What follows belongs to an exercise in optimizing a design on an open flow for small area; a production flow would make more cautious choices. Only simulation tests tie the RTL to the original design; equivalence was not proved. Power figures rest on the tool's default switching activity, not on a simulated workload.

==> 03-07: inputs <==
// regfile
module regfile #(
  parameter int N    = regfile_pkg::N,
  parameter int REGS = regfile_pkg::REGS
) (
  input  logic                     clk,
  input  logic                     reset,
  input  logic [4:0]               ra1,
  input  logic [4:0]               ra2,
  output logic [N-1:0]             rd1,
  output logic [N-1:0]             rd2,
  input  logic                     we3,
  input  logic [4:0]               wa3,
  input  logic [N-1:0]             wd3,
  input  logic                     dump_req,
  output logic                     dump_valid,
  input  logic                     dump_ready,
  output logic [4:0]               dump_idx,
  output logic [N-1:0]             dump_data,
  output logic                     dump_done,
  output regfile_pkg::dump_state_e dbg_state_o
);
==> module regfile, before the edit <==
module regfile #(
  parameter int N    = regfile_pkg::N,
  parameter int REGS = regfile_pkg::REGS
) (
  input  logic                     clk,
  input  logic                     reset,
  input  logic [4:0]               ra1,
  input  logic [4:0]               ra2,
  output logic [N-1:0]             rd1,
  output logic [N-1:0]             rd2,
  input  logic                     we3,
  input  logic [4:0]               wa3,
  input  logic [N-1:0]             wd3,
  input  logic                     dump_req,
  output logic                     dump_valid,
  input  logic                     dump_ready,
  output logic [4:0]               dump_idx,
  output logic [N-1:0]             dump_data,
  output logic                     dump_done,
  output regfile_pkg::dump_state_e dbg_state_o
);
  logic [N-1:0] regs_q [REGS-1];
  logic         wr_en;
  assign wr_en = we3 && (wa3 != regfile_pkg::XZR_IDX);
  always_ff @(posedge clk) begin
    if (reset) begin
      for (int i = 0; i < REGS - 1; i++) regs_q[i] <= '0;
    end else if (wr_en) begin
      regs_q[wa3] <= wd3;
    end
  end
  always_comb begin
    rd1 = '0;
    if (ra1 != regfile_pkg::XZR_IDX) rd1 = (wr_en && wa3 == ra1) ? wd3 : regs_q[ra1];
  end
  always_comb begin
    rd2 = '0;
    if (ra2 != regfile_pkg::XZR_IDX) rd2 = (wr_en && wa3 == ra2) ? wd3 : regs_q[ra2];
  end
  always_comb begin
    dump_data = '0;
    if (dump_idx != regfile_pkg::XZR_IDX) dump_data = regs_q[dump_idx];
  end
  regfile_dump_ctrl u_dump_ctrl (
    .clk        (clk),
    .reset      (reset),
    .dump_req   (dump_req),
    .dump_ready (dump_ready),
    .dump_valid (dump_valid),
    .dump_idx   (dump_idx),
    .dump_done  (dump_done),
    .state_o    (dbg_state_o)
  );
endmodule
clock: 7.0 ns
lec_check: 0
cap_margin: 20
core_margin: 2
core_utilization: 40
slew_margin: 20
run.sh (not shown) runs the stock make flow with config.mk's settings and CLKGATE_MAP_FILE= SYNTH_SCRIPT=/design/flow/synth_recipe.tcl, a recipe that flattens the netlist after the stock synthesis.
==> 02-20: changes against 03-07 <==
--- a/flow/design.v
+++ b/flow/design.v
@@ -80,25 +80,31 @@
   output regfile_pkg::dump_state_e dbg_state_o
 );
-  logic [N-1:0] regs_q [REGS-1];
+  localparam int W = REGS - 1;   
   logic         wr_en;
+  logic [N-1:0] wdat;            
+  logic         byp1, byp2;
+  logic [W-1:0] wsel, sel1, sel2, seld;
+  logic [N-1:0] regs_q [W];
   assign wr_en = we3 && (wa3 != regfile_pkg::XZR_IDX);
-  always_ff @(posedge clk) begin
-    if (reset) begin
-      for (int i = 0; i < REGS - 1; i++) regs_q[i] <= '0;
-    end else if (wr_en) begin
-      regs_q[wa3] <= wd3;
+  assign wdat  = wd3 & {N{~reset}};
+  assign byp1  = wr_en && (wa3 == ra1);
+  assign byp2  = wr_en && (wa3 == ra2);
+  for (genvar i = 0; i < W; i++) begin : g_reg
+    assign wsel[i] = reset || (we3 && wa3 == 5'(i));
+    assign sel1[i] = !byp1 && ra1 == 5'(i);
+    assign sel2[i] = !byp2 && ra2 == 5'(i);
+    assign seld[i] = dump_idx == 5'(i);
+    always_ff @(posedge clk) begin
+      if (wsel[i]) regs_q[i] <= wdat;
     end
   end
-  always_comb begin
-    rd1 = '0;
-    if (ra1 != regfile_pkg::XZR_IDX) rd1 = (wr_en && wa3 == ra1) ? wd3 : regs_q[ra1];
-  end
-  always_comb begin
-    rd2 = '0;
-    if (ra2 != regfile_pkg::XZR_IDX) rd2 = (wr_en && wa3 == ra2) ? wd3 : regs_q[ra2];
-  end
-  always_comb begin
-    dump_data = '0;
-    if (dump_idx != regfile_pkg::XZR_IDX) dump_data = regs_q[dump_idx];
+  for (genvar j = 0; j < N; j++) begin : g_bit
+    logic [W-1:0] col;
+    for (genvar i = 0; i < W; i++) begin : g_col
+      assign col[i] = regs_q[i][j];
+    end
+    regfile_rdmux u_rd1 (.d({wd3[j], col}), .s({byp1, sel1}), .y(rd1[j]));
+    regfile_rdmux u_rd2 (.d({wd3[j], col}), .s({byp2, sel2}), .y(rd2[j]));
+    regfile_rdmux u_dmp (.d({1'b0, col}),   .s({1'b0, seld}), .y(dump_data[j]));
   end
   regfile_dump_ctrl u_dump_ctrl (
@@ -113,2 +119,37 @@
   );
 endmodule
+module regfile_rdmux (
+  input  logic [31:0] d,
+  input  logic [31:0] s,
+  output logic        y
+);
+  logic [10:0] n;   
+  for (genvar g = 0; g < 10; g++) begin : g_aoi
+    regfile_aoi222 u_aoi (
+      .a0(d[3*g]),   .b0(s[3*g]),
+      .a1(d[3*g+1]), .b1(s[3*g+1]),
+      .a2(d[3*g+2]), .b2(s[3*g+2]),
+      .y (n[g])
+    );
+  end
+  regfile_aoi22 u_aoi_last (.a0(d[30]), .b0(s[30]), .a1(d[31]), .b1(s[31]), .y(n[10]));
+  regfile_or3n u_or (.n(n), .y(y));
+endmodule
+module regfile_aoi222 (
+  input  logic a0, b0, a1, b1, a2, b2,
+  output logic y
+);
+  assign y = ~((a0 & b0) | (a1 & b1) | (a2 & b2));
+endmodule
+module regfile_aoi22 (
+  input  logic a0, b0, a1, b1,
+  output logic y
+);
+  assign y = ~((a0 & b0) | (a1 & b1));
+endmodule
+module regfile_or3n (
+  input  logic [10:0] n,
+  output logic        y
+);
+  assign y = ~(&n[3:0]) | ~(&n[7:4]) | ~(&n[10:8]);
+endmodule
- SYNTH_HIERARCHICAL: unset -> 1
==> 07-09: changes against 03-07 <==
--- a/flow/design.v
+++ b/flow/design.v
@@ -80,25 +80,31 @@
   output regfile_pkg::dump_state_e dbg_state_o
 );
-  logic [N-1:0] regs_q [REGS-1];
+  localparam int W = REGS - 1;   
   logic         wr_en;
+  logic [N-1:0] wdat;            
+  logic         byp1, byp2;
+  logic [W-1:0] wsel, sel1, sel2, seld;
+  logic [N-1:0] regs_q [W];
   assign wr_en = we3 && (wa3 != regfile_pkg::XZR_IDX);
-  always_ff @(posedge clk) begin
-    if (reset) begin
-      for (int i = 0; i < REGS - 1; i++) regs_q[i] <= '0;
-    end else if (wr_en) begin
-      regs_q[wa3] <= wd3;
+  assign wdat  = wd3 & {N{~reset}};
+  assign byp1  = wr_en && (wa3 == ra1);
+  assign byp2  = wr_en && (wa3 == ra2);
+  for (genvar i = 0; i < W; i++) begin : g_reg
+    assign wsel[i] = reset || (we3 && wa3 == 5'(i));
+    assign sel1[i] = !byp1 && ra1 == 5'(i);
+    assign sel2[i] = !byp2 && ra2 == 5'(i);
+    assign seld[i] = dump_idx == 5'(i);
+    always_ff @(posedge clk) begin
+      if (wsel[i]) regs_q[i] <= wdat;
     end
   end
-  always_comb begin
-    rd1 = '0;
-    if (ra1 != regfile_pkg::XZR_IDX) rd1 = (wr_en && wa3 == ra1) ? wd3 : regs_q[ra1];
-  end
-  always_comb begin
-    rd2 = '0;
-    if (ra2 != regfile_pkg::XZR_IDX) rd2 = (wr_en && wa3 == ra2) ? wd3 : regs_q[ra2];
-  end
-  always_comb begin
-    dump_data = '0;
-    if (dump_idx != regfile_pkg::XZR_IDX) dump_data = regs_q[dump_idx];
+  for (genvar j = 0; j < N; j++) begin : g_bit
+    logic [W-1:0] col;
+    for (genvar i = 0; i < W; i++) begin : g_col
+      assign col[i] = regs_q[i][j];
+    end
+    regfile_rdmux  u_rd1 (.d(col), .s(sel1), .wd(wd3[j]), .byp(byp1), .y(rd1[j]));
+    regfile_rdmux  u_rd2 (.d(col), .s(sel2), .wd(wd3[j]), .byp(byp2), .y(rd2[j]));
+    regfile_dmpmux u_dmp (.d(col), .s(seld), .y(dump_data[j]));
   end
   regfile_dump_ctrl u_dump_ctrl (
@@ -113,2 +119,70 @@
   );
 endmodule
+module regfile_rdmux (
+  input  logic [30:0] d,
+  input  logic [30:0] s,
+  input  logic        wd,
+  input  logic        byp,
+  output logic        y
+);
+  logic [9:0] n;   
+  logic       q;   
+  for (genvar g = 0; g < 10; g++) begin : g_aoi
+    regfile_aoi222 u_aoi (
+      .a0(d[3*g]),   .b0(s[3*g]),
+      .a1(d[3*g+1]), .b1(s[3*g+1]),
+      .a2(d[3*g+2]), .b2(s[3*g+2]),
+      .y (n[g])
+    );
+  end
+  regfile_ao22 u_last (.a0(d[30]), .b0(s[30]), .a1(wd), .b1(byp), .y(q));
+  regfile_or4n u_or   (.n(n), .q(q), .y(y));
+endmodule
+module regfile_dmpmux (
+  input  logic [30:0] d,
+  input  logic [30:0] s,
+  output logic        y
+);
+  logic [10:0] n;   
+  for (genvar g = 0; g < 10; g++) begin : g_aoi
+    regfile_aoi222 u_aoi (
+      .a0(d[3*g]),   .b0(s[3*g]),
+      .a1(d[3*g+1]), .b1(s[3*g+1]),
+      .a2(d[3*g+2]), .b2(s[3*g+2]),
+      .y (n[g])
+    );
+  end
+  regfile_nand2 u_last (.a(d[30]), .b(s[30]), .y(n[10]));
+  regfile_or3n  u_or   (.n(n), .y(y));
+endmodule
+module regfile_aoi222 (
+  input  logic a0, b0, a1, b1, a2, b2,
+  output logic y
+);
+  assign y = ~((a0 & b0) | (a1 & b1) | (a2 & b2));
+endmodule
+module regfile_ao22 (
+  input  logic a0, b0, a1, b1,
+  output logic y
+);
+  assign y = (a0 & b0) | (a1 & b1);
+endmodule
+module regfile_nand2 (
+  input  logic a, b,
+  output logic y
+);
+  assign y = ~(a & b);
+endmodule
+module regfile_or4n (
+  input  logic [9:0] n,
+  input  logic       q,
+  output logic       y
+);
+  assign y = ~(&n[3:0]) | ~(&n[7:4]) | ~(&n[9:8]) | q;
+endmodule
+module regfile_or3n (
+  input  logic [10:0] n,
+  output logic        y
+);
+  assign y = ~(&n[3:0]) | ~(&n[7:4]) | ~(&n[10:8]);
+endmodule
==> flow/flow/run.sh (new file) <==
#!/bin/bash
# The standard layout (standard.sh, unchanged synthesis) with three
# changes: every port is buffered with the smallest buffer instead of a delay
# buffer; CTS builds larger sink clusters and inserts no dummy loads; and the
# antenna repair after global routing keeps a margin (flow/post_grt.tcl).
# ORFS keeps each tool's full output in its step's log under orfs/logs/;
# make's own output goes to flow_make.log in this folder.
set -euo pipefail
export BUFFER_PORTS_ARGS="-buffer_cell sky130_fd_sc_hd__buf_1"
export CTS_ARGS="-sink_clustering_enable -repair_clock_nets -dont_use_dummy_load -sink_clustering_size 24 -sink_clustering_max_diameter 120"
export POST_GLOBAL_ROUTE_TCL="$PWD/flow/post_grt.tcl"
bash standard.sh finish > flow_make.log 2>&1
==> flow/flow/post_grt.tcl (new file) <==
# After ORFS's own antenna repair on the global routes, repair again with a
# margin so that the detailed routes, which run a little longer, need no
# second repair-and-reroute pass.
repair_antennas -ratio_margin 30 -iterations 3
check_placement -verbose
check_antennas -report_file $::env(REPORTS_DIR)/grt_antennas_margin.log
==> flow/standard.sh (new file) <==
#!/bin/bash
# synth_recipe.tcl (not shown) runs the flow's synth.tcl, then flattens the netlist and writes it again
# the make line also repeats each setting of config.mk as NAME=value (left out here)
make -C /OpenROAD-flow-scripts/flow DESIGN_CONFIG=/design/flow/config.mk WORK_HOME=/design/flow/orfs CLKGATE_MAP_FILE= SYNTH_SCRIPT=/design/flow/synth_recipe.tcl "${@:-finish}"
- CELL_PAD_IN_SITES_DETAIL_PLACEMENT: unset -> 1
- PLACE_DENSITY: unset -> 0.45
- SYNTH_HIERARCHICAL: unset -> 1
removed: flow/run.sh
==> notes <==
- Final area: 07-09 < 02-20 < 03-07.
- Combinational power, lowest first: 07-09, 02-20, 03-07.
- Against 02-20, the worst hold slack of 07-09 is better by 0.018 ns.
- The highest total power belongs to 03-07, the lowest to 07-09.
- The highest clock-buffer cell count belongs to 03-07, the lowest to 07-09.
- 03-07 finished clean. 02-20 went through all stages and came out clean. 07-09 went through all stages and came out clean.
==> figures <==
Status: 03-07 complete, no violations; 07-09 complete, no violations; 02-20 complete, no violations
Initial DRT Pass Iterations: 03-07 8; 07-09 14; 02-20 17
Reg power frac: 03-07 0.461; 07-09 0.632; 02-20 0.517
Number of non-clock buffers: 03-07 670; 07-09 628; 02-20 728
Max reg flops: 03-07 2048; 07-09 1984; 02-20 1984
Remaining max-slew budget at the tightest pin: 03-07 0.1614; 07-09 0.1251; 02-20 0.1437
Power density relative to cell area: 03-07 225.9 mW/mm2; 07-09 240.2 mW/mm2; 02-20 269.2 mW/mm2
Die Y: 03-07 565.0 um; 07-09 471.4 um; 02-20 473.3 um
Largest stage delay on the critical path: 03-07 0.76 ns; 07-09 0.56 ns; 02-20 0.63 ns
Length of routed met3 wiring: 03-07 75.45 mm; 07-09 82.20 mm; 02-20 78.88 mm
Ratio of layout area to synthesized area: 03-07 1.1289x; 07-09 1.1343x; 02-20 1.2309x
Part of the power in combinational logic: 03-07 0.156; 07-09 0.105; 02-20 0.098

## separate check: timing with driven ports
The results above use ideal ports. As a check the final layouts listed here were re-extracted and re-timed, cells and wires unchanged. Step 1 sets driving cells, clkbuf_16 on the clock port and buf_2 on the other inputs (assumed; they add their load-dependent delay and slew). Step 2, shift: input delay + t, output delay - t, t = (earliest + latest rising clock arrival at the registers) / 2. This alone moves slack from input paths to output paths. a / b / c = no drivers / after step 1 / after step 2; a / b = the first two.
run	t, ns	slack for setup (ns)	worst slew at a driven data input, ns	pins driven straight from the clock port
03-07	1.028	0.678 / 0.654 / 0.654	0.07	1
02-20	0.968	0.055 / 0.028 / 0.028	0.13	1
07-09	0.857	0.201 / 0.171 / 0.171	0.15	1
After both steps every run listed still meets setup and hold. For 07-09, which loses most, drivers alone change the setup slack by -0.030 ns; drivers and shift together by -0.030 ns.
